This is an optimization exercise on Yosys and OpenROAD, whose aim is small area, not a production implementation.
Only simulation tests tie the RTL to the original design; equivalence was not proved.
Power is estimated from default activity; no workload was simulated.

Design regfile_sb, start of the top module:
module regfile_sb
#(
    parameter int ADDRESS_WIDTH = regfile_pkg::DEFAULT_ADDRESS_WIDTH,
    parameter int DATA_WIDTH    = regfile_pkg::DEFAULT_DATA_WIDTH,
    parameter int NUM_READ      = 2,
    parameter int DBG_REG       = regfile_pkg::REG_A0
) (
    input  logic                               clk,
    input  logic                               rst,
    input  logic [NUM_READ*ADDRESS_WIDTH-1:0]  ad_rd,
    output logic [NUM_READ*DATA_WIDTH-1:0]     rd_data,
    output logic [NUM_READ-1:0]                rd_busy,
    input  logic                               we3,
    input  logic [ADDRESS_WIDTH-1:0]           ad3,
    input  logic [DATA_WIDTH-1:0]              wd3,
    input  logic                               iss_valid,
    input  logic [ADDRESS_WIDTH-1:0]           iss_rd,
    output logic                               iss_ready,
    output logic [DATA_WIDTH-1:0]              a0
);
For scale: roughly 160 I/O pins.
==> module regfile_dec, before the edit <==
module regfile_dec
#(
    parameter int ADDRESS_WIDTH = regfile_pkg::DEFAULT_ADDRESS_WIDTH
) (
    input  logic                        en,
    input  logic [ADDRESS_WIDTH-1:0]    addr,
    output logic [2**ADDRESS_WIDTH-1:1] dec,
    output logic [2**ADDRESS_WIDTH-1:1] dec_n
);
    localparam int NLO = 4;
    logic [3:0]                      lo;
    logic [2**(ADDRESS_WIDTH-2)-1:0] hi;
    regfile_predec_en #(
        .ADDRESS_WIDTH (ADDRESS_WIDTH)
    ) u_pre (
        .en   (en),
        .addr (addr),
        .lo   (lo),
        .hi   (hi)
    );
    for (genvar r = 1; r < 2**ADDRESS_WIDTH; r++) begin : g_dec
        regfile_and2 u_p (
            .a (lo[r%NLO]),
            .b (hi[r/NLO]),
            .y (dec[r])
        );
        regfile_nand2 u_n (
            .a (lo[r%NLO]),
            .b (hi[r/NLO]),
            .y (dec_n[r])
        );
    end
endmodule
==> module regfile_predec_en, before the edit <==
module regfile_predec_en
#(
    parameter int ADDRESS_WIDTH = regfile_pkg::DEFAULT_ADDRESS_WIDTH
) (
    input  logic                            en,
    input  logic [ADDRESS_WIDTH-1:0]        addr,
    output logic [3:0]                      lo,
    output logic [2**(ADDRESS_WIDTH-2)-1:0] hi
);
    for (genvar j = 0; j < 4; j++) begin : g_lo
        assign lo[j] = en & (addr[1:0] == 2'(j));
    end
    for (genvar h = 0; h < 2**(ADDRESS_WIDTH-2); h++) begin : g_hi
        assign hi[h] = (addr[ADDRESS_WIDTH-1:2] == (ADDRESS_WIDTH-2)'(h));
    end
endmodule
Settings: LEC_CHECK=0, CAP_MARGIN=20, CELL_PAD_IN_SITES_DETAIL_PLACEMENT=1, CELL_PAD_IN_SITES_GLOBAL_PLACEMENT=1, CORE_MARGIN=2, CORE_UTILIZATION=50, PLACE_DENSITY=0.7, SLEW_MARGIN=20, SYNTH_HIERARCHICAL=1; clock period 7.0 ns.
standard.sh (not shown) runs the stock make flow with config.mk's settings and CLKGATE_MAP_FILE= SYNTH_SCRIPT=/design/flow/synth_recipe.tcl, a recipe that flattens the netlist after the stock synthesis.
==> flow/flow/run.sh <==
#!/bin/bash
# The standard layout (standard.sh) with two changes: the port buffers
# are the smallest buffer cell, and clock tree synthesis inserts no dummy
# balancing loads. The tool output goes to standard.log in this folder
# (ORFS also keeps its per-step logs under orfs/logs).
set -e
export BUFFER_PORTS_ARGS="-buffer_cell sky130_fd_sc_hd__buf_1"
export CTS_ARGS="-sink_clustering_enable -repair_clock_nets -sink_clustering_size 25 -sink_clustering_max_diameter 80 -dont_use_dummy_load"
bash standard.sh > standard.log 2>&1
The starting point completed without violations.
Change:
--- a/flow/design.v
+++ b/flow/design.v
@@ -166,45 +166,10 @@
     output logic [2**ADDRESS_WIDTH-1:1] dec,
     output logic [2**ADDRESS_WIDTH-1:1] dec_n
 );
-    localparam int NLO = 4;
-    logic [3:0]                      lo;
-    logic [2**(ADDRESS_WIDTH-2)-1:0] hi;
-    regfile_predec_en #(
-        .ADDRESS_WIDTH (ADDRESS_WIDTH)
-    ) u_pre (
-        .en   (en),
-        .addr (addr),
-        .lo   (lo),
-        .hi   (hi)
-    );
     for (genvar r = 1; r < 2**ADDRESS_WIDTH; r++) begin : g_dec
-        regfile_and2 u_p (
-            .a (lo[r%NLO]),
-            .b (hi[r/NLO]),
-            .y (dec[r])
-        );
-        regfile_nand2 u_n (
-            .a (lo[r%NLO]),
-            .b (hi[r/NLO]),
-            .y (dec_n[r])
-        );
-    end
-endmodule
-module regfile_predec_en
-#(
-    parameter int ADDRESS_WIDTH = regfile_pkg::DEFAULT_ADDRESS_WIDTH
-) (
-    input  logic                            en,
-    input  logic [ADDRESS_WIDTH-1:0]        addr,
-    output logic [3:0]                      lo,
-    output logic [2**(ADDRESS_WIDTH-2)-1:0] hi
-);
-    for (genvar j = 0; j < 4; j++) begin : g_lo
-        assign lo[j] = en & (addr[1:0] == 2'(j));
-    end
-    for (genvar h = 0; h < 2**(ADDRESS_WIDTH-2); h++) begin : g_hi
-        assign hi[h] = (addr[ADDRESS_WIDTH-1:2] == (ADDRESS_WIDTH-2)'(h));
+        assign dec[r] = en & (addr == ADDRESS_WIDTH'(r));
     end
+    assign dec_n = ~dec;
 endmodule
 module regfile_dec1
 #(
Outcome:
- The new run ran to the end with no violations
- setup slack degrades by 0.076 ns
- clock power hardly moves
- global-route usage went up by 0.49 points
- via count goes up by about 0.6%
- synthesized cell count goes up by 0.65%
- register-to-register slack gains 0.47 ns

-- static timing again, ports no longer ideal --
No port has a modelled driver above. Below, the same layouts with a new extraction and two added sets of constraints. Step 1: set_driving_cell puts a clkbuf_16 on clk and a buf_2 on each other input, an assumption about the parent block. Step 2 adds t to the input delays and takes it off the output delays; t is the mean of the earliest and latest rising clock arrival at the registers after step 1. Input paths then give back, and output paths get back, about the clock's delay inside the block. Three values: no drivers, after step 1, after step 2; two values: the first two.
| run | t, ns | slack for setup (ns) | worst hold slack (ns) | latest minus earliest clock arrival (ns) |
|---|---|---|---|---|
| the first run | 0.734 | 0.771 / 0.749 / 0.749 | 0.482 / 0.482 / 0.482 | 0.055 / 0.055 |
| the second run | 0.734 | 0.695 / 0.668 / 0.668 | 0.487 / 0.487 / 0.487 | 0.037 / 0.037 |
After both steps setup and hold are still met in every run listed. The setup slack of the second run, which loses most, moves by -0.027 ns with the drivers and by -0.027 ns with both steps.
